Source: an optimization exercise on an open RTL-to-GDS flow (aim: small area). Production flows keep margins and buffers that such runs may drop.
In this exercise RTL edits were held to simulation tests only and were not proved equivalent to the original.
Power and IR drop assume default switching activity.

==> flow/design.v <==
package motor_pkg;
	localparam int SPEED_W = 16;    
	localparam int WIN_W   = 11;    
	localparam int DUTY_W  = 8;     
	localparam int INTEG_W = 24;    
	localparam int IDX_W   = 3;     
	typedef logic signed [SPEED_W-1:0] speed_t;
	typedef logic signed [WIN_W-1:0]   win_t;
	typedef logic signed [INTEG_W-1:0] integ_t;
	typedef logic        [DUTY_W-1:0]  duty_t;
	typedef logic        [IDX_W-1:0]   motor_idx_t;
	localparam int               DEF_NUM_MOTORS      = 6;
	localparam int               DEF_TICK_CYCLES     = 2000;       
	localparam int               DEF_DEBOUNCE_CYCLES = 4;
	localparam logic [5:0]       DEF_MIRROR_MASK     = 6'b111000;  
	localparam int               KP_SHIFT            = 2;
	localparam int               KI_SHIFT            = 4;
	localparam int               DUTY_MAX            = 255;
endpackage
module rc_add #(
	parameter int W = 8
) (
	input  logic [W-1:0] a,
	input  logic [W-1:0] b,
	input  logic         ci,
	output logic [W-1:0] s,
	output logic [W:0]   c
);
	assign c[0] = ci;
	for (genvar i = 0; i < W; i++)
	begin : g_bit
		assign s[i]   = a[i] ^ b[i] ^ c[i];
		assign c[i+1] = (a[i] & b[i]) | (a[i] & c[i]) | (b[i] & c[i]);
	end
endmodule
module rc_updn #(
	parameter int W = 8
) (
	input  logic [W-1:0] a,
	input  logic         up,
	input  logic         dn,
	output logic [W-1:0] s
);
	logic [W:0] cu;
	logic [W:0] cd;
	assign cu[0] = up;
	assign cd[0] = dn;
	for (genvar i = 0; i < W; i++)
	begin : g_bit
		assign s[i]    = a[i] ^ (cu[i] | cd[i]);
		assign cu[i+1] = cu[i] & a[i];
		assign cd[i+1] = cd[i] & !a[i];
	end
endmodule
module rc_lt #(
	parameter int W = 8
) (
	input  logic [W-1:0] a,
	input  logic [W-1:0] b,
	output logic         lt
);
	logic [W:0] c;
	assign c[0] = 1'b0;
	for (genvar i = 0; i < W; i++)
	begin : g_bit
		assign c[i+1] = (b[i] & !a[i]) | (c[i] & (b[i] | !a[i]));    
	end
	assign lt = c[W];
endmodule
module fast_updn #(
	parameter int W = 8
) (
	input  logic [W-1:0] a,
	input  logic         up,
	input  logic         dn,
	output logic [W-1:0] s
);
	logic [W:0] all1;    
	logic [W:0] all0;    
	assign all1[0] = 1'b1;
	assign all0[0] = 1'b1;
	for (genvar i = 0; i < W; i++)
	begin : g_bit
		assign all1[i+1] = all1[i] & a[i];
		assign all0[i+1] = all0[i] & !a[i];
		assign s[i]      = a[i] ^ ((up & all1[i]) | (dn & all0[i]));
	end
endmodule
`timescale 1ns/1ps
module quad_decoder #(
	parameter bit MIRROR = 1'b0
) (
	input  logic              fpga_clk_50,
	input  logic              hps_fpga_reset_n,
	input  logic              enc_a,
	input  logic              enc_b,
	input  logic              tick,      
	output motor_pkg::win_t   win        
);
	logic [1:0] sync_q1;
	logic [1:0] sync_q2;
	logic [1:0] filt;
	logic [1:0] filt_prev;
	logic [1:0] st [2];    
	logic       step_up;
	logic       step_dn;
	always_ff @(posedge fpga_clk_50)
	begin
		if (!hps_fpga_reset_n)
		begin
			sync_q1   <= '0;
			sync_q2   <= '0;
			filt      <= '0;
			filt_prev <= '0;
			st[0]     <= '0;
			st[1]     <= '0;
		end
		else
		begin
			sync_q1   <= {enc_a, enc_b};
			sync_q2   <= sync_q1;
			filt_prev <= filt;
			for (int i = 0; i < 2; i++)
			begin
				if (sync_q2[i] != filt[i])
				begin
					st[i] <= st[i] + 1'b1;
					if (st[i] == 2'd3)
						filt[i] <= sync_q2[i];
				end
				else
					st[i] <= '0;
			end
		end
	end
	always_comb
	begin
		step_up = 1'b0;
		step_dn = 1'b0;
		case ({filt_prev, filt})
			4'b00_10, 4'b10_11, 4'b11_01, 4'b01_00: step_up = 1'b1;
			4'b10_00, 4'b11_10, 4'b01_11, 4'b00_01: step_dn = 1'b1;
			default: ;
		endcase
	end
	motor_pkg::win_t win_next;
	logic up;
	logic dn;
	assign up = MIRROR ? step_dn : step_up;
	assign dn = MIRROR ? step_up : step_dn;
	rc_add #(.W (motor_pkg::WIN_W)) u_cnt (
		.a  (tick ? motor_pkg::win_t'(0) : win),
		.b  ({motor_pkg::WIN_W{dn}}),
		.ci (up),
		.s  (win_next)
	);
	always_ff @(posedge fpga_clk_50)
	begin
		if (!hps_fpga_reset_n)
			win <= '0;
		else
			win <= win_next;
	end
endmodule
`timescale 1ns/1ps
module speed_meter (
	input  logic              fpga_clk_50,
	input  logic              hps_fpga_reset_n,
	input  logic              tick,
	input  motor_pkg::win_t   win,
	output motor_pkg::win_t   spd,      
	output motor_pkg::speed_t speed
);
	always_ff @(posedge fpga_clk_50 or negedge hps_fpga_reset_n)
	begin
		if (!hps_fpga_reset_n)
			spd <= '0;
		else if (tick)
			spd <= win;
	end
	assign speed = motor_pkg::speed_t'(spd);    
endmodule
`timescale 1ns/1ps
module speed_regulator (
	input  logic                  fpga_clk_50,
	input  logic                  hps_fpga_reset_n,
	input  logic                  phase,       
	input  logic                  tick,        
	input  logic                  tick_d,      
	input  logic                  wr_a,        
	input  logic                  wr_b,        
	input  motor_pkg::speed_t     wdata,
	input  motor_pkg::win_t       win_a,       
	input  motor_pkg::win_t       spd_b,       
	output motor_pkg::duty_t      duty_a,      
	output motor_pkg::duty_t      duty_b,
	output logic [1:0]            dir_a,       
	output logic [1:0]            dir_b
);
	localparam int IW = motor_pkg::INTEG_W;
	motor_pkg::integ_t   integ0;
	motor_pkg::integ_t   integ1;
	motor_pkg::duty_t    duty0;
	motor_pkg::duty_t    duty1;
	motor_pkg::speed_t   pend0;
	motor_pkg::speed_t   pend1;
	logic                w0;
	logic                w1;
	logic                fwd_q;         
	logic                rev_q;
	logic                en;
	motor_pkg::win_t     speed;
	logic [16:0]         err;
	logic [IW:0]         integ_sum;
	logic                ovf;
	motor_pkg::integ_t   integ_next;
	logic                neg;
	logic                sat;
	logic [7:0]          low;
	motor_pkg::duty_t    duty_next;
	logic                fwd;
	logic                rev;
	logic                phase_q;       
	always_ff @(posedge fpga_clk_50 or negedge hps_fpga_reset_n)
	begin
		if (!hps_fpga_reset_n)
			phase_q <= 1'b0;
		else
			phase_q <= !phase_q;
	end
	assign en     = tick || tick_d;
	assign speed  = phase_q ? spd_b : win_a;
	assign duty_a = duty1;
	assign duty_b = duty0;
	assign w0 = phase ? wr_a : wr_b;
	assign w1 = phase ? wr_b : wr_a;
	logic [4:0]  e0;
	logic [5:0]  e1_0;
	logic [5:0]  e1_1;
	logic [5:0]  ce0;
	logic [6:0]  ce1_0;
	logic [6:0]  ce1_1;
	logic        c11;
	rc_add #(.W (5)) u_e0 (.a (pend0[4:0]), .b (~speed[4:0]), .ci (1'b1), .s (e0), .c (ce0));
	rc_add #(.W (6)) u_e1_0 (.a (pend0[10:5]), .b (~speed[10:5]), .ci (1'b0), .s (e1_0), .c (ce1_0));
	rc_add #(.W (6)) u_e1_1 (.a (pend0[10:5]), .b (~speed[10:5]), .ci (1'b1), .s (e1_1), .c (ce1_1));
	assign err[4:0]  = e0;
	assign err[10:5] = ce0[5] ? e1_1 : e1_0;
	assign c11       = ce0[5] ? ce1_1[6] : ce1_0[6];
	fast_updn #(.W (6)) u_err_hi (
		.a  ({pend0[15], pend0[15:11]}),
		.up (c11 && speed[10]),
		.dn (!c11 && !speed[10]),
		.s  (err[16:11])
	);
	logic [16:0] sum_lo;
	logic [17:0] cs;
	rc_add #(.W (17)) u_int (.a (integ0[16:0]), .b (err), .ci (1'b0), .s (sum_lo), .c (cs));
	fast_updn #(.W (IW + 1 - 17)) u_int_hi (
		.a  ({integ0[IW-1], integ0[IW-1:17]}),
		.up (cs[17] && !err[16]),
		.dn (!cs[17] && err[16]),
		.s  (integ_sum[IW:17])
	);
	assign integ_sum[16:0] = sum_lo;
	assign ovf        = integ_sum[IW] ^ integ_sum[IW-1];
	assign integ_next = ovf ? {integ_sum[IW], {(IW - 1){!integ_sum[IW]}}} : integ_sum[IW-1:0];
	logic        big;
	logic [16:0] x;
	logic [16:0] y;
	logic [16:0] z;
	logic [16:0] ps;        
	logic [16:0] pc;        
	logic [7:0]  lo;
	logic [8:0]  cl;
	logic [8:0]  up0;       
	logic [9:0]  cu;
	logic        u_zero;    
	logic        u_ones;    
	logic        lo_nz;
	logic [7:0]  lo_neg;
	logic [8:0]  cn;
	assign big = !((&integ0[IW-1:19]) || !(|integ0[IW-1:19]));
	assign x   = {integ0[19], integ0[19:4]};
	assign y   = {{4{err[16]}}, err[16:4]};
	assign z   = {{2{err[16]}}, err[16:2]};
	assign ps  = x ^ y ^ z;
	assign pc  = (x & y) | (x & z) | (y & z);
	rc_add #(.W (8)) u_cmd_lo (.a (ps[7:0]), .b ({pc[6:0], 1'b0}), .ci (cs[4]), .s (lo), .c (cl));
	rc_add #(.W (9)) u_cmd_hi (.a (ps[16:8]), .b (pc[15:7]), .ci (1'b0), .s (up0), .c (cu));
	assign u_zero = cl[8] ? (&up0) : !(|up0);
	assign u_ones = cl[8] ? ((&up0[8:1]) && !up0[0]) : (&up0);
	assign lo_nz  = |lo;
	rc_add #(.W (8)) u_neg (.a (~lo), .b ('0), .ci (1'b1), .s (lo_neg), .c (cn));
	assign neg = big ? integ0[IW-1] : (up0[8] && !(cl[8] && (&up0)));
	assign sat = big || !(u_zero || (u_ones && lo_nz));
	assign low = neg ? lo_neg : lo;
	assign duty_next = sat ? 8'hff : low;
	assign rev       = neg;
	assign fwd       = !neg && (sat || lo_nz);
	always_ff @(posedge fpga_clk_50)
	begin
		fwd_q <= fwd;
		rev_q <= rev;
	end
	always_ff @(posedge fpga_clk_50)
	begin
		if (!hps_fpga_reset_n)
		begin
			integ0 <= '0;
			integ1 <= '0;
			duty0  <= '0;
			duty1  <= '0;
			pend0  <= '0;
			pend1  <= '0;
		end
		else
		begin
			integ0 <= integ1;
			integ1 <= en ? integ_next : integ0;
			duty0  <= duty1;
			duty1  <= en ? duty_next : duty0;
			pend0  <= w0 ? wdata : pend1;
			pend1  <= w1 ? wdata : pend0;
		end
	end
	always_ff @(posedge fpga_clk_50 or negedge hps_fpga_reset_n)
	begin
		if (!hps_fpga_reset_n)
		begin
			dir_a <= '0;
			dir_b <= '0;
		end
		else if (tick_d)
		begin
			dir_a <= {fwd, fwd_q};
			dir_b <= {rev, rev_q};
		end
	end
endmodule
`timescale 1ns/1ps
module pwm_generator (
	input  logic             fpga_clk_50,
	input  logic             hps_fpga_reset_n,
	input  motor_pkg::duty_t cnt,
	input  motor_pkg::duty_t duty,
	output logic             pwm
);
	motor_pkg::duty_t shadow;
	always_ff @(posedge fpga_clk_50 or negedge hps_fpga_reset_n)
	begin
		if (!hps_fpga_reset_n)
			shadow <= '0;
		else if (cnt == '1)
			shadow <= duty;
	end
	rc_lt #(.W (motor_pkg::DUTY_W)) u_cmp (.a (cnt), .b (shadow), .lt (pwm));
endmodule
`timescale 1ns/1ps
module setpoint_scheduler #(
	parameter int NUM_MOTORS = motor_pkg::DEF_NUM_MOTORS
) (
	input  logic                  fpga_clk_50,
	input  logic                  hps_fpga_reset_n,
	input  logic                  sp_req,
	input  motor_pkg::motor_idx_t sp_motor,
	input  motor_pkg::speed_t     sp_value,
	output logic                  sp_ack,
	output motor_pkg::duty_t      pwm_cnt,
	output logic                  tick,      
	output logic                  tick_d,    
	output logic [NUM_MOTORS-1:0] wr,        
	output motor_pkg::speed_t     wdata
);
	localparam int NP = NUM_MOTORS / 2;
	logic [6:0]        tick_hi;
	logic [1:0]        hs_state;    
	logic              wr_en;
	logic [NUM_MOTORS-1:0] wr_host;
	logic [NP-1:0]     dfr;         
	motor_pkg::speed_t sp_q;        
	motor_pkg::duty_t pwm_cnt_inc;
	logic [6:0]       tick_hi_inc;
	rc_add #(.W (8)) u_pwm_inc  (.a (pwm_cnt), .b ('0), .ci (1'b1), .s (pwm_cnt_inc));
	rc_add #(.W (7)) u_tick_inc (.a (tick_hi), .b ('0), .ci (1'b1), .s (tick_hi_inc));
	always_ff @(posedge fpga_clk_50 or negedge hps_fpga_reset_n)
	begin
		if (!hps_fpga_reset_n)
		begin
			pwm_cnt <= '0;
			tick_hi <= '0;
		end
		else
		begin
			pwm_cnt <= pwm_cnt_inc;
			if (pwm_cnt[3:0] == 4'hf)
				tick_hi <= (tick_hi == 7'd124) ? 7'd0 : tick_hi_inc;
		end
	end
	always_ff @(posedge fpga_clk_50 or negedge hps_fpga_reset_n)
	begin
		if (!hps_fpga_reset_n)
		begin
			tick   <= 1'b1;
			tick_d <= 1'b0;
		end
		else
		begin
			tick   <= (tick_hi == 7'd124) && (pwm_cnt[3:0] == 4'hf);
			tick_d <= tick;
		end
	end
	assign sp_ack = hs_state[0];
	assign wr_en  = (hs_state == 2'b00) && sp_req && (int'(sp_motor) < NUM_MOTORS);
	always_ff @(posedge fpga_clk_50 or negedge hps_fpga_reset_n)
	begin
		if (!hps_fpga_reset_n)
			hs_state <= 2'b00;
		else
			case (hs_state)
				2'b00:   if (sp_req) hs_state <= 2'b01;
				2'b01:   if (!sp_req) hs_state <= 2'b10;
				default: hs_state <= 2'b00;
			endcase
	end
	for (genvar i = 0; i < NUM_MOTORS; i++)
	begin : g_wr
		assign wr_host[i] = wr_en && (sp_motor == motor_pkg::motor_idx_t'(i));
	end
	always_ff @(posedge fpga_clk_50)
		sp_q <= sp_value;
	always_ff @(posedge fpga_clk_50 or negedge hps_fpga_reset_n)
	begin
		if (!hps_fpga_reset_n)
			dfr <= '0;
		else
			dfr <= tick ? wr_host[NUM_MOTORS-1:NP] : '0;
	end
	assign wr[NP-1:0]          = wr_host[NP-1:0];
	assign wr[NUM_MOTORS-1:NP] = (tick ? '0 : wr_host[NUM_MOTORS-1:NP]) | dfr;
	assign wdata               = (|dfr) ? sp_q : sp_value;
endmodule
`timescale 1ns/1ps
module motor_ctrl_top #(
	parameter int                    NUM_MOTORS      = motor_pkg::DEF_NUM_MOTORS,
	parameter int                    TICK_CYCLES     = motor_pkg::DEF_TICK_CYCLES,
	parameter int                    DEBOUNCE_CYCLES = motor_pkg::DEF_DEBOUNCE_CYCLES,
	parameter logic [NUM_MOTORS-1:0] MIRROR_MASK     = motor_pkg::DEF_MIRROR_MASK
) (
	input  logic                  fpga_clk_50,
	input  logic                  hps_fpga_reset_n,
	input  logic [NUM_MOTORS-1:0] enc_a,
	input  logic [NUM_MOTORS-1:0] enc_b,
	input  logic                  sp_req,
	input  motor_pkg::motor_idx_t sp_motor,
	input  motor_pkg::speed_t     sp_value,
	output logic                  sp_ack,
	output logic [NUM_MOTORS-1:0] pwm,
	output logic [NUM_MOTORS-1:0] dir_a,
	output logic [NUM_MOTORS-1:0] dir_b,
	output logic [NUM_MOTORS*motor_pkg::SPEED_W-1:0] meas_speed    
);
	localparam int NP = NUM_MOTORS / 2;
	localparam int SW = motor_pkg::SPEED_W;
	localparam int WW = motor_pkg::WIN_W;
	localparam int DW = motor_pkg::DUTY_W;
	logic                        tick;
	logic                        tick_d;
	logic [NUM_MOTORS-1:0]       wr;
	motor_pkg::duty_t            pwm_cnt;
	motor_pkg::speed_t           wdata;
	logic [NUM_MOTORS*WW-1:0]    win;
	logic [NUM_MOTORS*WW-1:0]    spd;
	logic [NUM_MOTORS*DW-1:0]    duty;
	setpoint_scheduler #(
		.NUM_MOTORS (NUM_MOTORS)
	) u_sched (
		.fpga_clk_50      (fpga_clk_50),
		.hps_fpga_reset_n (hps_fpga_reset_n),
		.sp_req           (sp_req),
		.sp_motor         (sp_motor),
		.sp_value         (sp_value),
		.sp_ack           (sp_ack),
		.pwm_cnt          (pwm_cnt),
		.tick             (tick),
		.tick_d           (tick_d),
		.wr               (wr),
		.wdata            (wdata)
	);
	for (genvar i = 0; i < NUM_MOTORS; i++)
	begin : g_motor
		quad_decoder #(
			.MIRROR (MIRROR_MASK[i])
		) u_dec (
			.fpga_clk_50      (fpga_clk_50),
			.hps_fpga_reset_n (hps_fpga_reset_n),
			.enc_a            (enc_a[i]),
			.enc_b            (enc_b[i]),
			.tick             (tick),
			.win              (win[i*WW +: WW])
		);
		speed_meter u_meter (
			.fpga_clk_50      (fpga_clk_50),
			.hps_fpga_reset_n (hps_fpga_reset_n),
			.tick             (tick),
			.win              (win[i*WW +: WW]),
			.spd              (spd[i*WW +: WW]),
			.speed            (meas_speed[i*SW +: SW])
		);
		pwm_generator u_pwm (
			.fpga_clk_50      (fpga_clk_50),
			.hps_fpga_reset_n (hps_fpga_reset_n),
			.cnt              (pwm_cnt),
			.duty             (duty[i*DW +: DW]),
			.pwm              (pwm[i])
		);
	end
	for (genvar p = 0; p < NP; p++)
	begin : g_pair
		logic [1:0] da;
		logic [1:0] db;
		speed_regulator u_reg (
			.fpga_clk_50      (fpga_clk_50),
			.hps_fpga_reset_n (hps_fpga_reset_n),
			.phase            (pwm_cnt[0]),
			.tick             (tick),
			.tick_d           (tick_d),
			.wr_a             (wr[p]),
			.wr_b             (wr[p+NP]),
			.wdata            (wdata),
			.win_a            (win[p*WW +: WW]),
			.spd_b            (spd[(p+NP)*WW +: WW]),
			.duty_a           (duty[p*DW +: DW]),
			.duty_b           (duty[(p+NP)*DW +: DW]),
			.dir_a            (da),
			.dir_b            (db)
		);
		assign dir_a[p]    = da[0];
		assign dir_b[p]    = db[0];
		assign dir_a[p+NP] = da[1];
		assign dir_b[p+NP] = db[1];
	end
endmodule
==> flow/flow/run.sh <==
#!/bin/bash
# The standard layout (the standard.sh, standard synthesis unchanged), with
# the port buffers made of the smallest buffer cell instead of the default.
set -euo pipefail
export BUFFER_PORTS_ARGS="-buffer_cell sky130_fd_sc_hd__buf_1"
bash standard.sh "BUFFER_PORTS_ARGS=-buffer_cell sky130_fd_sc_hd__buf_1" finish > standard_flow.log 2>&1
==> flow/standard.sh <==
#!/bin/bash
# synth_recipe.tcl (not shown) runs the flow's synth.tcl, then flattens the netlist and writes it again
# the make line also repeats each setting of config.mk as NAME=value (left out here)
make -C /OpenROAD-flow-scripts/flow DESIGN_CONFIG=/design/flow/config.mk WORK_HOME=/design/flow/orfs CLKGATE_MAP_FILE= SYNTH_SCRIPT=/design/flow/synth_recipe.tcl "${@:-finish}"
==> flow/config.mk <==
export PLATFORM = sky130hd
export DESIGN_NAME = motor_ctrl_top
export DESIGN_NICKNAME = motor_ctrl_top
export VERILOG_FILES = /design/flow/design.v
export SDC_FILE = /design/flow/constraint.sdc
export NUM_CORES = 4
export LEC_CHECK = 0
export CAP_MARGIN = 20
export CORE_MARGIN = 2
export CORE_UTILIZATION = 65
export SLEW_MARGIN = 20
==> flow/constraint.sdc <==
create_clock -name core_clock -period 12.0 [get_ports {fpga_clk_50}]
set_input_delay 2.4000 -clock core_clock [delete_from_list [all_inputs] [get_ports {fpga_clk_50}]]
set_output_delay 2.4000 -clock core_clock [all_outputs]
set_load 0.01 [all_outputs]
==> summary.md, run 1 <==
| Metric | Value |
|---|---|
| Status | complete, no violations |
| Fin crit share | 0.881 |
| Die area | between 40000 and 50000 µm² |
| First-pass GRT wire length | 102000 µm |
| Maximum clock insertion buffer count | 3 |
| # setup viols final | 0 |
| Max_cap viols | 0 |
| HP Class | reg -> reg |
| Rows | 77 |
| Power Internal | roughly 3.2 mW |
| Psw | 0.899 mW |
| Setup TNS | 0 ps |
| Logic pwr share | 0.035 |
| Mapped Area | 29300 µm² |
| Final antenna-violating net count | 0 |
| Final Max Slew Viols | 0 |
| Port Buffer Count | 148 |
| Total Routing Usage GR | 0.269 |
| Drt via density | 5.56 |
| Clock share of power | 0.476 |
| Final GP Congestion | 0.866 |
| Worst Tran Pin Value | 1060 ps |
| Hold_sp | g_motor[2].u_dec.st[0][0] |
| IO Pins | ~150 |
| Avg WL per Cell | between 15 and 20 µm |
| Initial core utilization | 0.661 |
| Clk sinks | between 500 and 600 |
| Crit path time final | 10570 ps |
| Starting DRT DRC Count | 1095 |
| DPL Wire Length | 43300 µm |
| Commonest non-fill, non-tap cell in the layout | dfxtp_1 |
| Layout cell share with drive strength beyond 1 | 0.0989 |
| Syn Area/Cell | 10.4 µm² |
| Critical R2R Launch | g_pair[1].u_reg.phase_q |
| Critical path capture point type | flip-flop |
| Die height | 216 µm |
| CP startpoint | g_pair[1].u_reg.phase_q |
| Worst Skew | 12.5 ps |
| Number of gates resized after cts | 0 |
| Clock slew at reported path FFs | about 70 ps |
| TritonCTS buffer count | 59 |
| Hold Fails Final Rpt | 0 |
| Die width | 216 µm |
| Post-place setup slack | 1570 ps |
| Most frequent cell on the critical path | fa_1 |
| EDFF count, synth | 0 |
| Setup Buffers After CTS | 0 |
| Detailed Route WL | 61400 µm |
| Fillers | 3212 |
| Fmax | between 0.09 and 0.1 GHz |
| Total grt overflow | 0 |
| Core ar. | 44300 µm² |
| Via count | 19555 |
| Nets | 3195 |
| Worst EP required | 12520 ps |
| Yosys warnings | 8 |
| CTS H-Tree Depth | 2 |
| Worst skew pair latency | 630 ps |
| Reg power frac | 0.490 |
| Worst setup path category | reg -> reg |
| Top_reg_cell synth | dfxtp_1 |
| Cells after Synth | 2826 |
| CTS root buf | clkbuf_16 |
| Vias in the first global route | approximately 20000 |
| Final worst setup slack | 1430 ps |
| Switching part of the total | 0.218 |
| Maximum vdd drop | roughly 0.13 mV |
| RSZ-0062 raised after global routing | false |
| Startpoint types | flip-flop |
| CTS tree | built |
| Worst Path Arrival | 11090 ps |
| Post-synthesis sequential area ratio | 0.435 |
| Slew margin rel. | 0.292 |
| Synth Net Count | 3148 |
| CP max-delay cell | dfrtp_1 |
| DRC viols | 0 |
| N_diodes | 0 |
| Pre-Repair DR Iteration Count | 7 |
| P&R area growth vs syn | 9.37% |
| WHS | 417 ps |
| Most frequent cells in the layout | dfxtp_1 (448), nor2_1 (298), inv_1 (233) |
| Cell Pwr Density | 129 nW/µm² |
| Yosys reg bits | 599 |
| CTS Hold Bufs | 0 |
| Initial antenna violation count | 3 |
| Crit path largest cell delay | 650 ps |
| Worst-path maximum fanout | 16 |
| Maximum number of pins on one net before global-route repair | 161 |
| FFs w/ async S/R, synth | 0.252 |
| Cell leakage power | approximately 13 nW |
| Unique masters post-synth | between 80 and 90 |
==> flip-flops by register name (all words and copies together), names as in the netlist, 48 cells and up <==
register              flops
g_motor.u_meter.spd      66
g_pair.u_reg.pend1       48
g_motor.u_dec.win        66
g_pair.u_reg.integ1      72
g_motor.u_pwm.shadow     48
g_pair.u_reg.pend0       48
g_pair.u_reg.integ0      72
==> area by class of cell <==
cell class                 count  area (µm²)  share of cell area
clock buffer                  83        1710              0.0533
clock inverter                28         378              0.0118
inverter                     235         887              0.0277
multi-input combinational   1815       14900               0.465
sequential                   599       12800               0.398
tap                          592         741              0.0231
timing repair buffer         163         684              0.0214
==> power by group through the flow <==
stage	Combinational [mW]	Sequential [mW]	Clock (mW)
floorplan	0.0961	2.06	0
global placement	0.139	2.06	0
detailed placement	0.145	2.07	0
CTS	0.145	2.02	2.00
global route	0.163	2.02	2.08
finish	0.144	2.02	1.96
==> cell families after synthesis <==
group | share of synthesized area
flops | 0.435
buf+inv | 0.0587
fa+ha+maj | 0.178
xor+xnor | 0.0263
compound gates | 0.0899
mux | 0.0722
simple gates | 0.139
==> layer usage <==
layer	vias to the layer above	track usage	share of wire
li1	9446	-	-
met3	103	0.0424	0.040
met5	-	0	0.00077
met4	6	0.0747	0.025
met2	369	0.449	0.48
met1	9631	0.367	0.46
==> worst max-delay path, delay by kind of cell (launching register included) <==
family	cells	cell delay, ps
buf+inv	2	230
fa+ha+maj	17	6740
flops	1	650
compound gates	3	670
simple gates	4	1470
mux	1	410
xor+xnor	1	290
==> metrics by stage <==
| step | std cells | util | area (µm²) | power, mW |
|---|---|---|---|---|
| floorplan | 2826 | - | 29300 | 2.16 |
| global placement | 3404 | 0.675 | 29900 | 2.20 |
| detailed placement | 3404 | 0.676 | 29900 | 2.21 |
| CTS | 3515 | 0.723 | 32000 | 4.17 |
| global route | 3515 | 0.723 | 32000 | 4.27 |
| finish | 3515 | 0.723 | 32000 | 4.13 |
==> synth_stat cells (8+ instances only) <==
cell / instances / area [µm²]
and3_1: 18 / 113
dfxtp_1: 448 / 8970
o21ai_0: 137 / 686
a211oi_1: 74 / 556
a21oi_1: 97 / 485
nand3_1: 47 / 235
mux2i_1: 73 / 731
and2_1: 136 / 851
nor2b_1: 11 / 68.8
nand4_1: 12 / 75.1
nand2b_1: 98 / 613
clkbuf_1: 115 / 432
buf_2: 15 / 75.1
nor3b_1: 8 / 60.1
ha_1: 93 / 1160
dfrtp_1: 150 / 3750
maj3_1: 16 / 160
xnor2_1: 37 / 324
inv_1: 234 / 878
buf_4: 37 / 278
nor2_1: 300 / 1130
mux2_2: 123 / 1390
or2_2: 17 / 106
nand2_1: 84 / 315
fa_1: 195 / 3900
nor3_1: 29 / 145
o22ai_1: 32 / 200
xor2_1: 51 / 447
==> worst paths after layout <==
check	endpoint	slack [ps]	cells after the start
setup / recovery	g_pair[1].u_reg.integ1[16]	1430	28
hold / removal	g_motor[2].u_dec.st[0][0]	420	1
setup reg to reg	g_pair[1].u_reg.integ1[16]	1430	28
hold reg to reg	g_motor[2].u_dec.st[0][0]	420	1
max in group asynchronous	g_motor[0].u_meter.spd[2]	8080	3
min in group asynchronous	g_pair[2].u_reg.dir_b[1]	1840	1
==> run 2: changes to the inputs <==
--- a/flow/design.v
+++ b/flow/design.v
@@ -222,10 +222,18 @@
 	logic                rev;
 	logic                phase_q;       
+	logic                boot;          
 	always_ff @(posedge fpga_clk_50 or negedge hps_fpga_reset_n)
 	begin
 		if (!hps_fpga_reset_n)
+		begin
 			phase_q <= 1'b0;
+			boot    <= 1'b1;
+		end
 		else
+		begin
 			phase_q <= !phase_q;
+			if (tick_d)
+				boot <= 1'b0;
+		end
 	end
 	assign en     = tick || tick_d;
@@ -265,5 +273,5 @@
 	assign integ_sum[16:0] = sum_lo;
 	assign ovf        = integ_sum[IW] ^ integ_sum[IW-1];
-	assign integ_next = ovf ? {integ_sum[IW], {(IW - 1){!integ_sum[IW]}}} : integ_sum[IW-1:0];
+	assign integ_next = boot ? '0 : ovf ? {integ_sum[IW], {(IW - 1){!integ_sum[IW]}}} : integ_sum[IW-1:0];
 	logic        big;
 	logic [16:0] x;
@@ -296,7 +304,7 @@
 	assign sat = big || !(u_zero || (u_ones && lo_nz));
 	assign low = neg ? lo_neg : lo;
-	assign duty_next = sat ? 8'hff : low;
-	assign rev       = neg;
-	assign fwd       = !neg && (sat || lo_nz);
+	assign duty_next = boot ? 8'h00 : sat ? 8'hff : low;
+	assign rev       = !boot && neg;
+	assign fwd       = !boot && !neg && (sat || lo_nz);
 	always_ff @(posedge fpga_clk_50)
 	begin
@@ -306,10 +314,13 @@
 	always_ff @(posedge fpga_clk_50)
 	begin
+		integ0 <= integ1;
+		integ1 <= en ? integ_next : integ0;
+		duty0  <= duty1;
+		duty1  <= en ? duty_next : duty0;
+	end
+	always_ff @(posedge fpga_clk_50)
+	begin
 		if (!hps_fpga_reset_n)
 		begin
-			integ0 <= '0;
-			integ1 <= '0;
-			duty0  <= '0;
-			duty1  <= '0;
 			pend0  <= '0;
 			pend1  <= '0;
@@ -317,8 +328,4 @@
 		else
 		begin
-			integ0 <= integ1;
-			integ1 <= en ? integ_next : integ0;
-			duty0  <= duty1;
-			duty1  <= en ? duty_next : duty0;
 			pend0  <= w0 ? wdata : pend1;
 			pend1  <= w1 ? wdata : pend0;
--- a/flow/config.mk
+++ b/flow/config.mk
@@ -9,3 +9,6 @@
 export CORE_MARGIN = 2
 export CORE_UTILIZATION = 65
+export CTS_BUF_LIST = sky130_fd_sc_hd__clkbuf_16
+export CTS_CLUSTER_DIAMETER = 100
+export CTS_CLUSTER_SIZE = 26
 export SLEW_MARGIN = 20
==> summary.md, run 2 <==
| Metric | Value |
|---|---|
| WP depth | 29 (was 28) |
| Setup Buffers After CTS | 0 (unchanged) |
| Final GP Congestion | 0.856 (was 0.866) |
| Die width | 214 µm (was 216 µm) |
| Vias in the first global route | 18562 (was 20098) |
| CP Capture Point | g_pair[2].u_reg.integ1[20] (was g_pair[1].u_reg.integ1[16]) |
| Maximum number of pins on one net before global-route repair | 206 (was 161) |
| Final Max Slew Viols | 0 (unchanged) |
| IO Pins | 149 (unchanged) |
| Worst skew pair latency | 610 ps (was 630 ps) |
| Worst Tran Pin Value | 1220 ps (was 1060 ps) |
| CTS Hold Bufs | 0 (unchanged) |
| Clk sinks | 600 (was 599) |
| CP startpoint | g_pair[2].u_reg.phase_q (was g_pair[1].u_reg.phase_q) |
| Detailed Route WL | 57900 µm (was 61400 µm) |
| HP Class | reg -> reg (unchanged) |
| Die area | 45900 µm² (was 46800 µm²) |
| Max_cap viols | 0 (unchanged) |
| Synth Net Count | 2944 (was 3148) |
| CTS H-Tree Depth | 1 (was 2) |
| Fmax | 0.0921 GHz (was 0.0946 GHz) |
| Number of gates resized after cts | 0 (unchanged) |
| Maximum vdd drop | 0.142 mV (was 0.132 mV) |
| Worst EP required | 12500 ps (was 12520 ps) |
| Final antenna-violating net count | 0 (unchanged) |
| Slew margin rel. | 0.184 (was 0.292) |
| Yosys warnings | 8 (unchanged) |
| Reg2reg path depth | 29 (was 28) |
| Mapped Area | 28700 µm² (was 29300 µm²) |
| Syn Area/Cell | 11.0 µm² (was 10.4 µm²) |
| Startpoint types | flip-flop (unchanged) |
| Post-synthesis sequential area ratio | 0.445 (was 0.435) |
| Status | complete, no violations (unchanged) |
| Maximum clock insertion buffer count | 3 (unchanged) |
| Top post-synthesis cells by area | dfxtp_1 (31%), fa_1 (14%), dfrtp_1 (13%) (was dfxtp_1 (31%), fa_1 (13%), dfrtp_1 (13%)) |
| Switching part of the total | 0.231 (was 0.218) |
| Kind of cell adding the most delay to the critical path | adder cells (unchanged) |
| Worst Path Arrival | 11360 ps (was 11090 ps) |
| Power Internal | 2.50 mW (was 3.23 mW) |
| Synth cell count leaders | dfxtp_1 (448), nand2_1 (290), inv_1 (229), fa_1 (195), dfrtp_1 (150) (was dfxtp_1 (448), nor2_1 (300), inv_1 (234), fa_1 (195), dfrtp_1 (150)) |
| Pre-Repair DR Iteration Count | 5 (was 7) |
| CP max-delay cell | dfrtp_1 (unchanged) |
| Clock slew at reported path FFs | 100 ps (was 70 ps) |
| Reg power frac | 0.622 (was 0.490) |
| Final worst setup slack | 1140 ps (was 1430 ps) |
| TritonCTS buffer count | 27 (was 59) |
| Starting DRT DRC Count | 1090 (was 1095) |
| Regs by FF count | g_pair.u_reg.integ0: 72 flops, g_pair.u_reg.integ1: 72 flops (unchanged) |
| Layout cell share with drive strength beyond 1 | 0.0901 (was 0.0989) |
| Unique masters post-synth | 76 (was 81) |
| Worst-path maximum fanout | 15 (was 16) |
| Worst Skew | 28.1 ps (was 12.5 ps) |
| Share of the synthesized area in the top cell type | 0.312 (was 0.306) |
| Fillers | 3402 (was 3212) |
| Logic pwr share | 0.056 (was 0.035) |
| Die height | 214 µm (was 216 µm) |
| Avg WL per Cell | 17.7 µm (was 17.5 µm) |
| Crit path time final | 10860 ps (was 10570 ps) |
| Port Buffer Count | 148 (unchanged) |
| Reg2Reg Setup Slack | 1140 ps (was 1430 ps) |
| Crit path largest cell delay | 680 ps (was 650 ps) |
| Psw | 0.750 mW (was 0.899 mW) |
| Hold Fails Final Rpt | 0 (unchanged) |
| Initial antenna violation count | 2 (was 3) |
| Cells after Synth | 2622 (was 2826) |
| Critical path capture point type | flip-flop (unchanged) |
| EDFF count, synth | 0 (unchanged) |
| Total Routing Usage GR | 0.255 (was 0.269) |
| Critical R2R Launch | g_pair[2].u_reg.phase_q (was g_pair[1].u_reg.phase_q) |
| CP Buf/Inv Count | 3 (was 2) |
| Fin crit share | 0.905 (was 0.881) |
| Worst setup path category | reg -> reg (unchanged) |
| Total grt overflow | 0 (unchanged) |
| CTS root buf | clkbuf_16 (unchanged) |
| Top_reg_cell synth | dfxtp_1 (unchanged) |
| Yosys reg bits | 600 (was 599) |
| Via count | 18267 (was 19555) |
| Core ar. | 43900 µm² (was 44300 µm²) |
| Most frequent cell after synthesis | dfxtp_1 (unchanged) |
| DPL Wire Length | 42300 µm (was 43300 µm) |
| # setup viols final | 0 (unchanged) |
| Drt via density | 5.57 (was 5.56) |
| First-pass GRT wire length | 95800 µm (was 102000 µm) |
| CTS tree | built (unchanged) |
| RSZ-0062 raised after global routing | false (unchanged) |
| N_diodes | 0 (unchanged) |
| Cell Pwr Density | 107 nW/µm² (was 129 nW/µm²) |
| Nets | 2991 (was 3195) |
| Cell leakage power | 14.3 nW (was 13.3 nW) |
| Clock share of power | 0.323 (was 0.476) |
| Most frequent cells in the layout | dfxtp_1 (448), nand2_1 (290), inv_1 (245) (was dfxtp_1 (448), nor2_1 (298), inv_1 (233)) |
| Initial core utilization | 0.654 (was 0.661) |
| Setup TNS | 0 ps (unchanged) |
| P&R area growth vs syn | 5.62% (was 9.37%) |
| Rows | 77 (unchanged) |
| FFs w/ async S/R, synth | 0.253 (was 0.252) |
| Commonest non-fill, non-tap cell in the layout | dfxtp_1 (unchanged) |
| DRC viols | 0 (unchanged) |
| Post-place setup slack | 1170 ps (was 1570 ps) |
| RR Endpoint | g_pair[2].u_reg.integ1[20] (was g_pair[1].u_reg.integ1[16]) |
| Most frequent cell on the critical path | fa_1 (unchanged) |
| Synth area leader | dfxtp_1 (unchanged) |
[run 2: cell types whose count changed in the layout (fill, tap and decap cells not counted), sizes merged, moves of 54 or more]
cell / before / now
a21oi: 101 / 47
nand2: 84 / 292
a211oi: 74 / 3
nor2: 300 / 56
nor2b: 11 / 97
nand2b: 98 / 15
o211a: 0 / 100
and2: 137 / 45
clkbuf: 84 / 28
[run 2: power groups by stage]
stage          clock (mW)  combinational (mW)  sequential, mW
2_1_floorplan           0               0.121            2.06
3_3_place_gp            0               0.173            2.07
3_5_place_dp            0               0.181            2.07
4_1_cts              1.08               0.182            2.02
5_1_grt              1.15               0.206            2.02
6_report             1.05               0.181            2.02
[run 2: cell families (layout without fill, tap and decap cells)]
kind of cell,count (synthesis),count (layout),synth area share
and+or+nand+nor,627,627,0.108
DFF,600,600,0.445
AOI/OAI and AO/OA,396,396,0.0985
buffers and inverters,382,446,0.0552
adders and majority gates,315,315,0.186
muxes,210,210,0.0794
xor gates and xnor gates,92,92,0.0281
[run 2: layout make-up]
| class | instances | area (µm²) | area share |
|---|---|---|---|
| inverters | 230 | 863 | 0.0285 |
| multi-input cells | 1640 | 14400 | 0.475 |
| repair buffers | 170 | 764 | 0.0252 |
| well taps | 592 | 741 | 0.0244 |
| clock buffers | 27 | 676 | 0.0223 |
| clock inverters | 19 | 104 | 0.00342 |
| flip-flops and latches | 600 | 12800 | 0.421 |
[run 2: metrics by stage]
stage | cells | total power [mW] | util | hold slack [ps] | instance area, µm²
final | 3278 | 3.25 | 0.690 | 331 | 30300
after global routing | 3278 | 3.38 | 0.690 | 336 | 30300
after CTS | 3276 | 3.28 | 0.689 | 332 | 30300
after detailed placement | 3230 | 2.25 | 0.672 | 312 | 29500
after global placement | 3230 | 2.24 | 0.672 | 311 | 29500
after floorplan | 2622 | 2.18 | - | 310 | 28700
[run 2: worst min-delay path by stage]
stage | start | endpoint | cells past startpoint
2_1_floorplan | g_pair[0].u_reg.integ1[0] | g_pair[0].u_reg.integ0[0] | 0
3_3_place_gp | g_pair[0].u_reg.integ1[13] | g_pair[0].u_reg.integ0[13] | 0
3_5_place_dp | g_pair[1].u_reg.integ1[7] | g_pair[1].u_reg.integ0[7] | 0
4_1_cts | g_pair[0].u_reg.integ1[16] | g_pair[0].u_reg.integ0[16] | 0
5_1_grt | g_pair[0].u_reg.integ1[2] | g_pair[0].u_reg.integ0[2] | 0
6_report | g_pair[0].u_reg.integ1[16] | g_pair[0].u_reg.integ0[16] | 0
[run 2: layer usage]
layer | vias to the layer above | share of wire | global-route usage
li1 | 8742 | - | -
met1 | 9147 | 0.46 | 0.356
met2 | 299 | 0.47 | 0.425
met3 | 75 | 0.041 | 0.0374
met4 | 4 | 0.022 | 0.0604
met5 | - | 0.00041 | 0
==> run 3: changes to the inputs <==
==> flow/run.sh (new file) <==
#!/bin/bash
# synth_recipe.tcl (not shown) runs the flow's synth.tcl, then flattens the netlist and writes it again
# the make line also repeats each setting of config.mk as NAME=value (left out here)
make -C /OpenROAD-flow-scripts/flow DESIGN_CONFIG=/design/flow/config.mk WORK_HOME=/design/flow/orfs CLKGATE_MAP_FILE= SYNTH_SCRIPT=/design/flow/synth_recipe.tcl finish
removed: flow/flow/run.sh
removed: flow/standard.sh
==> summary.md, run 3 <==
| Metric | Value |
|---|---|
| Status | complete, no violations (unchanged) |
| Total grt overflow | 0 (unchanged) |
| Critical R2R Launch | g_pair[2].u_reg.phase_q (unchanged) |
| Cells after Synth | 2622 (unchanged) |
| EDFF count, synth | 0 (unchanged) |
| Core ar. | 43900 µm² (unchanged) |
| Initial core utilization | 0.654 (unchanged) |
| Worst-path maximum fanout | 15 (unchanged) |
| Share of the synthesized area in the top cell type | 0.312 (unchanged) |
| Yosys warnings | 8 (unchanged) |
| Die width | 214 µm (unchanged) |
| Number of gates resized after cts | 0 (unchanged) |
| CP max-delay cell | dfrtp_1 (unchanged) |
| Port Buffer Count | 148 (unchanged) |
| Clock share of power | 0.321 (was 0.323) |
| Slew margin rel. | 0.283 (was 0.184) |
| Rows | 77 (unchanged) |
| N_diodes | 0 (unchanged) |
| Drt via density | 5.58 (was 5.57) |
| Worst EP required | 12480 ps (was 12500 ps) |
| Hold Fails Final Rpt | 0 (unchanged) |
| Mapped Area | 28700 µm² (unchanged) |
| Psw | 0.745 mW (was 0.750 mW) |
| Setup Buffers After CTS | 0 (unchanged) |
| Maximum clock insertion buffer count | 3 (unchanged) |
| Setup TNS | 0 ps (unchanged) |
| Most frequent cell on the critical path | fa_1 (unchanged) |
| Synth Net Count | 2944 (unchanged) |
| Initial antenna violation count | 3 (was 2) |
| TritonCTS buffer count | 27 (unchanged) |
| Logic pwr share | 0.057 (was 0.056) |
| Worst setup path category | reg -> reg (unchanged) |
| Detailed Route WL | 58500 µm (was 57900 µm) |
| Clk sinks | 600 (unchanged) |
| DPL Wire Length | 42800 µm (was 42300 µm) |
| Cell Pwr Density | 104 nW/µm² (was 107 nW/µm²) |
| Unique masters post-synth | 76 (unchanged) |
| Commonest non-fill, non-tap cell in the layout | dfxtp_1 (unchanged) |
| Switching part of the total | 0.229 (was 0.231) |
| CP startpoint | g_pair[2].u_reg.phase_q (unchanged) |
| DRC viols | 0 (unchanged) |
| Fin crit share | 0.904 (was 0.905) |
| Worst skew pair latency | 610 ps (about the same) |
| Starting DRT DRC Count | 1119 (was 1090) |
| Post-place setup slack | 1190 ps (was 1170 ps) |
| Die height | 214 µm (unchanged) |
| Most frequent cell after synthesis | dfxtp_1 (unchanged) |
| Hold_sp | g_pair[0].u_reg.integ1[8] (was g_pair[0].u_reg.integ1[16]) |
| Maximum number of pins on one net before global-route repair | 153 (was 206) |
| Final GP Congestion | 0.885 (was 0.856) |
| Synth area leader | dfxtp_1 (unchanged) |
| Post-synthesis sequential area ratio | 0.445 (unchanged) |
| Max_cap viols | 0 (unchanged) |
| Reg power frac | 0.622 (about the same) |
| Die area | 45900 µm² (unchanged) |
| Syn Area/Cell | 11.0 µm² (unchanged) |
| Clock slew at reported path FFs | 110 ps (was 100 ps) |
| Yosys reg bits | 600 (unchanged) |
| Final antenna-violating net count | 0 (unchanged) |
| Vias in the first global route | 18926 (was 18562) |
| P&R area growth vs syn | 8.70% (was 5.62%) |
| Startpoint types | flip-flop (unchanged) |
| CTS root buf | clkbuf_16 (unchanged) |
| Worst Tran Pin Value | 1070 ps (was 1220 ps) |
| Avg WL per Cell | 17.8 µm (was 17.7 µm) |
| Via count | 18289 (was 18267) |
| Total Routing Usage GR | 0.258 (was 0.255) |
| # setup viols final | 0 (unchanged) |
| RSZ-0062 raised after global routing | false (unchanged) |
| Maximum vdd drop | 0.158 mV (was 0.142 mV) |
| CTS tree | built (unchanged) |
| Top post-synthesis cells by area | dfxtp_1 (31%), fa_1 (14%), dfrtp_1 (13%) (unchanged) |
| Power Internal | 2.51 mW (was 2.50 mW) |
| Nets | 2989 (was 2991) |
| First-pass GRT wire length | 97200 µm (was 95800 µm) |
| CTS H-Tree Depth | 1 (unchanged) |
| Power Total | 3.25 mW (about the same) |
| Critical path capture point type | flip-flop (unchanged) |
| IO Pins | 149 (unchanged) |
| Worst Path Arrival | 11330 ps (was 11360 ps) |
| Layout cell share with drive strength beyond 1 | 0.0886 (was 0.0901) |
| Synth cell count leaders | dfxtp_1 (448), nand2_1 (290), inv_1 (229), fa_1 (195), dfrtp_1 (150) (unchanged) |
| Regs by FF count | g_pair.u_reg.integ0: 72 flops, g_pair.u_reg.integ1: 72 flops (unchanged) |
| Fillers | 3292 (was 3402) |
| HP Class | reg -> reg (unchanged) |
| Fmax | 0.0922 GHz (was 0.0921 GHz) |
| Final Max Slew Viols | 0 (unchanged) |
| Cell leakage power | 14.6 nW (was 14.3 nW) |
| Pre-Repair DR Iteration Count | 5 (unchanged) |
| CTS Hold Bufs | 0 (unchanged) |
| Final worst setup slack | 1150 ps (was 1140 ps) |
| FFs w/ async S/R, synth | 0.253 (unchanged) |
| Crit path time final | 10850 ps (was 10860 ps) |
| Crit path largest cell delay | 710 ps (was 680 ps) |
| Most frequent cells in the layout | dfxtp_1 (448), nand2_1 (290), inv_1 (248) (was dfxtp_1 (448), nand2_1 (290), inv_1 (245)) |
| Worst Skew | 34.7 ps (was 28.1 ps) |
| Top_reg_cell synth | dfxtp_1 (unchanged) |
[run 3: cell counts after synthesis]
No cell type changed its count.
[run 3: path summary, 6_finish.rpt]
check / endpoint / slack (ps) / cells past startpoint
max in group asynchronous: g_motor[2].u_meter.spd[7] / 8290 / 3
min in group asynchronous: g_motor[2].u_pwm.shadow[3] / 1800 / 1
min: g_pair[0].u_reg.integ0[8] / 330 / 0
min reg2reg: g_pair[0].u_reg.integ0[8] / 330 / 0
max reg2reg: g_pair[2].u_reg.integ1[21] / 1150 / 30
max: g_pair[2].u_reg.integ1[21] / 1150 / 30
[run 3: area by class of cell]
class                      count  area (µm²)  share of cell area
clock buffer                  27         676              0.0216
clock inverter                21         110             0.00353
inverter                     230         863              0.0277
multi-input combinational   1640       14400               0.462
sequential                   600       12800               0.409
tap                          592         741              0.0237
timing repair buffer         168        1640              0.0525
[run 3: cells by family (layout without fill, tap and decap cells)]
family / after synthesis / in the layout / synth area share
mux: 210 / 210 / 0.0794
compound gates: 396 / 396 / 0.0985
flops: 600 / 600 / 0.445
xor+xnor: 92 / 92 / 0.0281
fa+ha+maj: 315 / 315 / 0.186
simple gates: 627 / 627 / 0.108
buf+inv: 382 / 446 / 0.0552
[run 3: power groups by stage]
stage	sequential, mW	combinational (mW)	clock, mW
floorplan	2.06	0.121	0
global placement	2.07	0.179	0
detailed placement	2.07	0.187	0
CTS	2.02	0.188	1.08
global route	2.02	0.211	1.15
finish	2.02	0.187	1.04
[run 3: per-layer routing]
layer	track usage	share of wire	vias to the layer above
li1	-	-	8743
met1	0.358	0.46	9151
met2	0.432	0.47	309
met3	0.0420	0.044	80
met4	0.0581	0.024	6
met5	0	0.00065	-
[run 3: worst max-delay path: cells and delay by family, from the launching register on]
kind	cells	cell delay, ps
AOI/OAI and AO/OA	2	540
adders and majority gates	19	7450
buffers and inverters	3	490
DFF	1	710
muxes	1	410
and+or+nand+nor	5	1130
[run 3: stage by stage]
stage          area [µm²]  hold slack [ps]  std cells  utilization
2_1_floorplan       28700              310       2622            -
3_3_place_gp        30400              310       3230        0.692
3_5_place_dp        30400              312       3230        0.693
4_1_cts             31200              330       3278        0.710
5_1_grt             31200              334       3278        0.711
6_report            31200              326       3278        0.711
==> run 4: changes to the inputs <==
--- a/flow/design.v
+++ b/flow/design.v
@@ -106,9 +106,10 @@
 	logic       step_dn;
 	always_ff @(posedge fpga_clk_50)
+		sync_q2 <= sync_q1;
+	always_ff @(posedge fpga_clk_50)
 	begin
 		if (!hps_fpga_reset_n)
 		begin
 			sync_q1   <= '0;
-			sync_q2   <= '0;
 			filt      <= '0;
 			filt_prev <= '0;
@@ -119,5 +120,4 @@
 		begin
 			sync_q1   <= {enc_a, enc_b};
-			sync_q2   <= sync_q1;
 			filt_prev <= filt;
 			for (int i = 0; i < 2; i++)
@@ -350,17 +350,18 @@
 	input  logic             fpga_clk_50,
 	input  logic             hps_fpga_reset_n,
+	input  logic             run,      
 	input  motor_pkg::duty_t cnt,
 	input  motor_pkg::duty_t duty,
 	output logic             pwm
 );
-	motor_pkg::duty_t shadow;
-	always_ff @(posedge fpga_clk_50 or negedge hps_fpga_reset_n)
+	motor_pkg::duty_t shadow;    
+	logic             lt;
+	always_ff @(posedge fpga_clk_50)
 	begin
-		if (!hps_fpga_reset_n)
-			shadow <= '0;
-		else if (cnt == '1)
+		if (cnt == '1)
 			shadow <= duty;
 	end
-	rc_lt #(.W (motor_pkg::DUTY_W)) u_cmp (.a (cnt), .b (shadow), .lt (pwm));
+	rc_lt #(.W (motor_pkg::DUTY_W)) u_cmp (.a (cnt), .b (shadow), .lt (lt));
+	assign pwm = run && lt;
 endmodule
 `timescale 1ns/1ps
@@ -375,4 +376,5 @@
 	output logic                  sp_ack,
 	output motor_pkg::duty_t      pwm_cnt,
+	output logic                  pwm_run,   
 	output logic                  tick,      
 	output logic                  tick_d,    
@@ -408,4 +410,11 @@
 	begin
 		if (!hps_fpga_reset_n)
+			pwm_run <= 1'b0;
+		else if (pwm_cnt == '1)
+			pwm_run <= 1'b1;
+	end
+	always_ff @(posedge fpga_clk_50 or negedge hps_fpga_reset_n)
+	begin
+		if (!hps_fpga_reset_n)
 		begin
 			tick   <= 1'b1;
@@ -476,4 +485,5 @@
 	logic [NUM_MOTORS-1:0]       wr;
 	motor_pkg::duty_t            pwm_cnt;
+	logic                        pwm_run;
 	motor_pkg::speed_t           wdata;
 	logic [NUM_MOTORS*WW-1:0]    win;
@@ -490,4 +500,5 @@
 		.sp_ack           (sp_ack),
 		.pwm_cnt          (pwm_cnt),
+		.pwm_run          (pwm_run),
 		.tick             (tick),
 		.tick_d           (tick_d),
@@ -518,4 +529,5 @@
 			.fpga_clk_50      (fpga_clk_50),
 			.hps_fpga_reset_n (hps_fpga_reset_n),
+			.run              (pwm_run),
 			.cnt              (pwm_cnt),
 			.duty             (duty[i*DW +: DW]),
==> summary.md, run 4 <==
| Metric | Value |
|---|---|
| Status | complete, no violations (unchanged) |
| Detailed Route WL | 57400 µm (was 58500 µm) |
| FF/Latch Area | 13000 µm² (was 12800 µm²) |
| Most frequent cells in the layout | dfxtp_1 (448), nand2_1 (296), inv_1 (250) (was dfxtp_1 (448), nand2_1 (290), inv_1 (248)) |
| CTS Hold Bufs | 0 (unchanged) |
| TritonCTS buffer count | 27 (unchanged) |
| Maximum number of pins on one net before global-route repair | 119 (was 153) |
| CP Buf/Inv Count | 4 (was 3) |
| Die width | 213 µm (was 214 µm) |
| FFs w/ async S/R, synth | 0.175 (was 0.253) |
| Via count | 17789 (was 18289) |
| Drt via density | 5.54 (was 5.58) |
| N_diodes | 0 (unchanged) |
| Syn Area/Cell | 11.1 µm² (was 11.0 µm²) |
| Share of the synthesized area in the top cell type | 0.316 (was 0.312) |
| Met1 usage | 0.357 (was 0.358) |
| Most frequent cell after synthesis | dfxtp_1 (unchanged) |
| Fillers | 3179 (was 3292) |
| Mapped Area | 28400 µm² (was 28700 µm²) |
| Synth Net Count | 2876 (was 2944) |
| CTS tree | built (unchanged) |
| Setup Buffers After CTS | 0 (unchanged) |
| Hold Fails Final Rpt | 0 (unchanged) |
| Final Max Slew Viols | 0 (unchanged) |
| Initial antenna violation count | 0 (was 3) |
| Top_reg_cell synth | dfxtp_1 (unchanged) |
| Post-synthesis sequential area ratio | 0.460 (was 0.445) |
| Port Buffer Count | 148 (unchanged) |
| Setup TNS | 0 ps (unchanged) |
| Cells after Synth | 2554 (was 2622) |
| Vias in the first global route | 18117 (was 18926) |
| Commonest non-fill, non-tap cell in the layout | dfxtp_1 (unchanged) |
| Gr busiest metal | met2 (unchanged) |
| Die height | 213 µm (was 214 µm) |
| Final core occ | 0.717 (was 0.711) |
| Starting DRT DRC Count | 1079 (was 1119) |
| Avg WL per Cell | 17.9 µm (was 17.8 µm) |
| Reg2Reg Setup Slack | 1250 ps (was 1150 ps) |
| Worst Path Arrival | 11290 ps (was 11330 ps) |
| Maximum vdd drop | 0.149 mV (was 0.158 mV) |
| Nets | 2930 (was 2989) |
| Pre-Repair DR Iteration Count | 5 (unchanged) |
| Post-Place Cells | 3164 (was 3230) |
| Rows | 76 (was 77) |
| Final GP Congestion | 0.879 (was 0.885) |
| Fmax | 0.0930 GHz (was 0.0922 GHz) |
| Yosys reg bits | 601 (was 600) |
| Critical R2R Launch | g_pair[2].u_reg.phase_q (unchanged) |
| Clk sinks | 601 (was 600) |
| Most frequent cell on the critical path | fa_1 (unchanged) |
| Total grt overflow | 0 (unchanged) |
| Maximum clock insertion buffer count | 3 (unchanged) |
| Final antenna-violating net count | 0 (unchanged) |
| Die area | 45300 µm² (was 45900 µm²) |
| Layout cell share with drive strength beyond 1 | 0.0731 (was 0.0886) |
| Synth cell count leaders | dfxtp_1 (448), nand2_1 (296), inv_1 (232), fa_1 (195), o21ai_0 (144) (was dfxtp_1 (448), nand2_1 (290), inv_1 (229), fa_1 (195), dfrtp_1 (150)) |
| Worst setup path category | reg -> reg (unchanged) |
| Unique masters post-synth | 84 (was 76) |
| Startpoint types | flip-flop (unchanged) |
| Final non-filler cell total | 3211 (was 3278) |
| P&R area growth vs syn | 8.88% (was 8.70%) |
| First-pass GRT wire length | 93800 µm (was 97200 µm) |
| CTS root buf | clkbuf_16 (unchanged) |
| CP startpoint | g_pair[2].u_reg.phase_q (unchanged) |
| Clock slew at reported path FFs | 100 ps (was 110 ps) |
| Critical path capture point type | flip-flop (unchanged) |
| Cell Pwr Density | 107 nW/µm² (was 104 nW/µm²) |
| HP Class | reg -> reg (unchanged) |
| # setup viols final | 0 (unchanged) |
| Initial core utilization | 0.658 (was 0.654) |
| EDFF count, synth | 48 (was 0) |
| Regs by FF count | g_pair.u_reg.integ0: 72 flops, g_pair.u_reg.integ1: 72 flops (unchanged) |
| DPL Wire Length | 42100 µm (was 42800 µm) |
| Worst EP required | 12530 ps (was 12480 ps) |
| Top post-synthesis cells by area | dfxtp_1 (32%), fa_1 (14%), dfrtp_1 (9.1%) (was dfxtp_1 (31%), fa_1 (14%), dfrtp_1 (13%)) |
| Kind of cell adding the most delay to the critical path | adder cells (unchanged) |
| Crit path time final | 10750 ps (was 10850 ps) |
| CTS H-Tree Depth | 1 (unchanged) |
| Number of gates resized after cts | 0 (unchanged) |
| Worst Tran Pin Value | 1130 ps (was 1070 ps) |
| Fin crit share | 0.896 (was 0.904) |
| Yosys warnings | 8 (unchanged) |
| Power Total | 3.29 mW (was 3.25 mW) |
| Synth area leader | dfxtp_1 (unchanged) |
| Core ar. | 43100 µm² (was 43900 µm²) |
| Max_cap viols | 0 (unchanged) |
| Crit path largest cell delay | 690 ps (was 710 ps) |
| Total Routing Usage GR | 0.261 (was 0.258) |
| Hold_sp | g_pair[1].u_reg.integ1[16] (was g_pair[0].u_reg.integ1[8]) |
| Cell leakage power | 14.2 nW (was 14.6 nW) |
| GRT met3 Usage | 0.0299 (was 0.0420) |
| CP max-delay cell | dfrtp_1 (unchanged) |
| Area of the multi-input gates | 13800 µm² (was 14400 µm²) |
| DRC viols | 0 (unchanged) |
| Worst-path maximum fanout | 12 (was 15) |
| Worst skew pair latency | 600 ps (was 610 ps) |
| RSZ-0062 raised after global routing | false (unchanged) |
| IO Pins | 149 (unchanged) |
| Worst Skew | 27.7 ps (was 34.7 ps) |
| Slew margin rel. | 0.228 (was 0.283) |
| M2 GR Usage | 0.440 (was 0.432) |
run 4: cell types whose count changed in the layout (fill, tap and decap cells not counted), sizes merged, moves of 9 or more:
cell	before	now
o211ai	13	2
nand3	20	11
nor2	56	70
dfrtp	150	103
mux2	140	93
edfxtp	0	48
and2	45	36
run 4: path summary, 6_finish.rpt:
kind / depth (start not counted) / endpoint
setup / recovery: 36 / g_pair[2].u_reg.dir_a[1]
hold / removal: 0 / g_pair[1].u_reg.integ0[16]
setup reg to reg: 36 / g_pair[2].u_reg.dir_a[1]
hold reg to reg: 0 / g_pair[1].u_reg.integ0[16]
max in group asynchronous: 3 / g_motor[3].u_meter.spd[5]
min in group asynchronous: 1 / u_sched.tick_d
run 4: cell families after synthesis:
family | after synthesis | synth area share
AOI/OAI and AO/OA | 379 | 0.0946
xor gates and xnor gates | 90 | 0.0278
muxes | 162 | 0.0614
DFF | 601 | 0.460
and+or+nand+nor | 626 | 0.110
buffers and inverters | 374 | 0.0557
adders and majority gates | 322 | 0.191
run 4: area by class of cell:
class,count,area share
Sequential cell,601,0.423
Timing Repair Buffer,165,0.0524
Clock buffer,27,0.0219
Tap cell,585,0.0237
Multi-Input combinational cell,1579,0.448
Inverter,234,0.0285
Clock inverter,20,0.00345
run 4: layer usage:
| metal | wire length, µm | up-vias |
|---|---|---|
| met5 | 0 | - |
| met4 | 1750 | 0 |
| met3 | 2190 | 77 |
| met2 | 27400 | 327 |
| met1 | 26200 | 8847 |
| li1 | - | 8538 |
run 4: metrics by stage:
stage / hold WS, ps / area (µm²) / setup WS [ps]
floorplan: 310 / 28400 / 2450
global route: 339 / 30900 / 543
finish: 326 / 30900 / 1250
CTS: 333 / 30800 / 1230
global placement: 310 / 30100 / 1620
detailed placement: 312 / 30100 / 1290
run 4: power by group:
part / leakage, nW / internal, mW / total (mW) / switching, mW
combinational: 8.15 / 0.0793 / 0.190 / 0.111
sequential: 5.61 / 2.04 / 2.05 / 0.00997
clock: 0.445 / 0.418 / 1.05 / 0.631
==> run 5: changes to the inputs <==
==> flow/flow/run.sh (new file) <==
#!/bin/bash
# The standard layout (the standard.sh, standard synthesis unchanged), with
# the port buffers made of the smallest buffer cell instead of the default.
set -euo pipefail
export BUFFER_PORTS_ARGS="-buffer_cell sky130_fd_sc_hd__buf_1"
bash standard.sh "BUFFER_PORTS_ARGS=-buffer_cell sky130_fd_sc_hd__buf_1" finish > standard_flow.log 2>&1
==> flow/standard.sh (new file) <==
#!/bin/bash
# synth_recipe.tcl (not shown) runs the flow's synth.tcl, then flattens the netlist and writes it again
# the make line also repeats each setting of config.mk as NAME=value (left out here)
make -C /OpenROAD-flow-scripts/flow DESIGN_CONFIG=/design/flow/config.mk WORK_HOME=/design/flow/orfs CLKGATE_MAP_FILE= SYNTH_SCRIPT=/design/flow/synth_recipe.tcl "${@:-finish}"
removed: flow/run.sh
==> summary.md, run 5 <==
| Metric | Value |
|---|---|
| Status | complete, no violations (unchanged) |
| P&R area growth vs syn | 5.65% (was 8.88%) |
| Regs by FF count | g_pair.u_reg.integ0: 72 flops, g_pair.u_reg.integ1: 72 flops (unchanged) |
| Clock slew at reported path FFs | 110 ps (was 100 ps) |
| Detailed Route WL | 56500 µm (was 57400 µm) |
| Final non-filler cell total | 3214 (was 3211) |
| Initial antenna violation count | 1 (was 0) |
| Synth Net Count | 2876 (unchanged) |
| Worst Path Arrival | 11050 ps (was 11290 ps) |
| FFs w/ async S/R, synth | 0.175 (unchanged) |
| Most frequent cell on the critical path | fa_1 (unchanged) |
| Most frequent cell after synthesis | dfxtp_1 (unchanged) |
| # setup viols final | 0 (unchanged) |
| Initial core utilization | 0.658 (unchanged) |
| Power Internal | 2.53 mW (was 2.54 mW) |
| Vias in the first global route | 17625 (was 18117) |
| Mux contribution to synthesized area | 0.0614 (unchanged) |
| CTS Hold Bufs | 0 (unchanged) |
| Yosys reg bits | 601 (unchanged) |
| Hold_sp | g_motor[2].u_dec.sync_q1[0] (was g_pair[1].u_reg.integ1[16]) |
| Die width | 213 µm (unchanged) |
| Design area | 30000 µm² (was 30900 µm²) |
| Critical path capture point type | flip-flop (unchanged) |
| Fillers | 3268 (was 3179) |
| Syn Area/Cell | 11.1 µm² (unchanged) |
| EDFF count, synth | 48 (unchanged) |
| Avg WL per Cell | 17.6 µm (was 17.9 µm) |
| Synth area leader | dfxtp_1 (unchanged) |
| Number of gates resized after cts | 0 (unchanged) |
| Clk sinks | 601 (unchanged) |
| Placed cell area | 29200 µm² (was 30100 µm²) |
| Maximum vdd drop | 0.127 mV (was 0.149 mV) |
| Port Buffer Count | 148 (unchanged) |
| Worst-path maximum fanout | 16 (was 12) |
| Most frequent cells in the layout | dfxtp_1 (448), nand2_1 (296), inv_1 (250) (unchanged) |
| Worst Skew | 26.3 ps (was 27.7 ps) |
| CTS root buf | clkbuf_16 (unchanged) |
| Main combinational cell family by area after synthesis | adder cells (unchanged) |
| Synth Area in Adders | 0.191 (unchanged) |
| Fin crit share | 0.881 (was 0.896) |
| Post-Place Cells | 3166 (was 3164) |
| Psw | 0.740 mW (was 0.752 mW) |
| Max_cap viols | 0 (unchanged) |
| Mapped Area | 28400 µm² (unchanged) |
| Slew margin rel. | 0.319 (was 0.228) |
| Die height | 213 µm (unchanged) |
| Total grt overflow | 0 (unchanged) |
| RSZ-0062 raised after global routing | false (unchanged) |
| Synth cell count leaders | dfxtp_1 (448), nand2_1 (296), inv_1 (232), fa_1 (195), o21ai_0 (144) (unchanged) |
| Unique masters post-synth | 84 (unchanged) |
| HP Class | reg -> reg (unchanged) |
| Commonest non-fill, non-tap cell in the layout | dfxtp_1 (unchanged) |
| Layout cell share with drive strength beyond 1 | 0.0734 (was 0.0731) |
| Final antenna-violating net count | 0 (unchanged) |
| XOR/XNOR Fraction of Synth Area | 0.0278 (unchanged) |
| Crit path time final | 10570 ps (was 10750 ps) |
| Top_reg_cell synth | dfxtp_1 (unchanged) |
| Setup Buffers After CTS | 0 (unchanged) |
| Rows | 76 (unchanged) |
| Hold Fails Final Rpt | 0 (unchanged) |
| Pre-Repair DR Iteration Count | 6 (was 5) |
| CP max-delay cell | dfrtp_1 (unchanged) |
| Clock share of power | 0.318 (was 0.319) |
| Crit path largest cell delay | 710 ps (was 690 ps) |
| Simple-Gate Fraction of Synth Area | 0.110 (unchanged) |
| Maximum clock insertion buffer count | 3 (unchanged) |
| Cell leakage power | 13.9 nW (was 14.2 nW) |
| Top post-synthesis cells by area | dfxtp_1 (32%), fa_1 (14%), dfrtp_1 (9.1%) (unchanged) |
| Compound-Gate Fraction of Synth Area | 0.0946 (unchanged) |
| Worst Tran Pin Value | 994 ps (was 1130 ps) |
| Die area | 45300 µm² (unchanged) |
| Starting DRT DRC Count | 1084 (was 1079) |
| Post-synthesis sequential area ratio | 0.460 (unchanged) |
| Final Max Slew Viols | 0 (unchanged) |
| Logic pwr share | 0.055 (was 0.058) |
| First-pass GRT wire length | 91900 µm (was 93800 µm) |
| DRC viols | 0 (unchanged) |
| Share of the synthesized area in the top cell type | 0.316 (unchanged) |
| Worst EP required | 12480 ps (was 12530 ps) |
| Cell Pwr Density | 109 nW/µm² (was 107 nW/µm²) |
| Via count | 17799 (was 17789) |
| Critical R2R Launch | g_pair[0].u_reg.phase_q (was g_pair[2].u_reg.phase_q) |
| DPL Wire Length | 41300 µm (was 42100 µm) |
| Nets | 2932 (was 2930) |
| Switching part of the total | 0.227 (was 0.229) |
| Yosys warnings | 8 (unchanged) |
| Fmax | 0.0946 GHz (was 0.0930 GHz) |
| Drt via density | 5.54 (about the same) |
| TritonCTS buffer count | 27 (unchanged) |
| Power Total | 3.27 mW (was 3.29 mW) |
| Final GP Congestion | 0.841 (was 0.879) |
| CTS H-Tree Depth | 1 (unchanged) |
| CTS tree | built (unchanged) |
| Worst setup path category | reg -> reg (unchanged) |
| Startpoint types | flip-flop (unchanged) |
| Worst skew pair latency | 600 ps (about the same) |
| CP Buf/Inv Count | 4 (unchanged) |
| Reg power frac | 0.627 (was 0.623) |
| Cells after Synth | 2554 (unchanged) |
| Setup TNS | 0 ps (unchanged) |
| CP startpoint | g_pair[0].u_reg.phase_q (was g_pair[2].u_reg.phase_q) |
| Core ar. | 43100 µm² (unchanged) |
| Total Routing Usage GR | 0.255 (was 0.261) |
| Kind of cell adding the most delay to the critical path | adder cells (unchanged) |
| Maximum number of pins on one net before global-route repair | 227 (was 119) |
| IO Pins | 149 (unchanged) |
==> run 5: cell counts after synthesis <==
No cell type changed its count.
==> run 5: power groups by stage <==
stage          registers [mW]  clock network [mW]  logic [mW]
6_report                 2.05                1.04       0.180
2_1_floorplan            2.09                   0       0.127
5_1_grt                  2.05                1.14       0.207
3_5_place_dp             2.09                   0       0.182
3_3_place_gp             2.09                   0       0.175
4_1_cts                  2.05                1.07       0.183
==> run 5: layout make-up <==
| type | instances | area (µm²) | area share |
|---|---|---|---|
| clock inverter | 20 | 106 | 0.00355 |
| sequential | 601 | 13000 | 0.435 |
| timing repair buffer | 167 | 714 | 0.0239 |
| tap | 585 | 732 | 0.0244 |
| clock buffer | 27 | 676 | 0.0226 |
| multi-input combinational | 1579 | 13800 | 0.461 |
| antenna | 1 | 2.50 | 0.0000835 |
| inverter | 234 | 878 | 0.0293 |
==> run 5: metal layers <==
layer	track usage	vias to the layer above	share of wire
met5	0	-	0
met4	0.0552	0	0.021
met3	0.0279	74	0.038
met2	0.431	323	0.48
met1	0.359	8873	0.46
li1	-	8529	-
==> run 5: path summary, 6_finish.rpt <==
check | endpoint | slack (ps) | cells past startpoint
setup / recovery | g_pair[0].u_reg.dir_a[1] | 1430 | 34
hold / removal | g_motor[2].u_dec.sync_q2[0] | 320 | 0
setup reg to reg | g_pair[0].u_reg.dir_a[1] | 1430 | 34
hold reg to reg | g_motor[2].u_dec.sync_q2[0] | 320 | 0
max in group asynchronous | u_sched.pwm_cnt[0] | 8250 | 3
min in group asynchronous | g_pair[2].u_reg.dir_b[1] | 1800 | 1
==> run 5: stage by stage <==
stage	hold WS (ps)	utilization	setup WS, ps
finish	320	0.695	1430
global route	316	0.695	678
CTS	321	0.695	1380
detailed placement	312	0.677	1490
global placement	310	0.677	1580
floorplan	310	-	2450
==> run 5: logic make-up after synthesis <==
kind of cell / count (synthesis)
compound gates: 379
xor+xnor: 90
fa+ha+maj: 322
buf+inv: 374
flops: 601
mux: 162
simple gates: 626

==> what the ideal ports hide <==
No port has a modelled driver above. Below, the same layouts with a new extraction and two added sets of constraints. Step 1 assumes that a clkbuf_16 drives the clock port and a buf_2 every other input. Step 2 adds t to the input delays and takes it off the output delays; t is the mean of the earliest and latest rising clock arrival at the registers after step 1. Input paths then give back, and output paths get back, about the clock's delay inside the block. Slacks: ideal ports / drivers / drivers and shift; pairs: ideal ports / drivers.
run	t, ns	setup WS [ns]	hold WS [ns]	latest minus earliest clock arrival (ns)
run 1	0.679	1.428 / 1.428 / 1.428	0.417 / 0.417 / 0.417	0.014 / 0.014
run 2	0.649	1.140 / 1.140 / 1.140	0.331 / 0.331 / 0.331	0.029 / 0.028
run 3	0.654	1.151 / 1.151 / 1.151	0.326 / 0.326 / 0.326	0.035 / 0.036
run 4	0.647	1.246 / 1.246 / 1.246	0.326 / 0.326 / 0.326	0.034 / 0.034
run 5	0.649	1.428 / 1.428 / 1.428	0.320 / 0.320 / 0.320	0.031 / 0.031
After both steps every run listed still meets setup and hold.
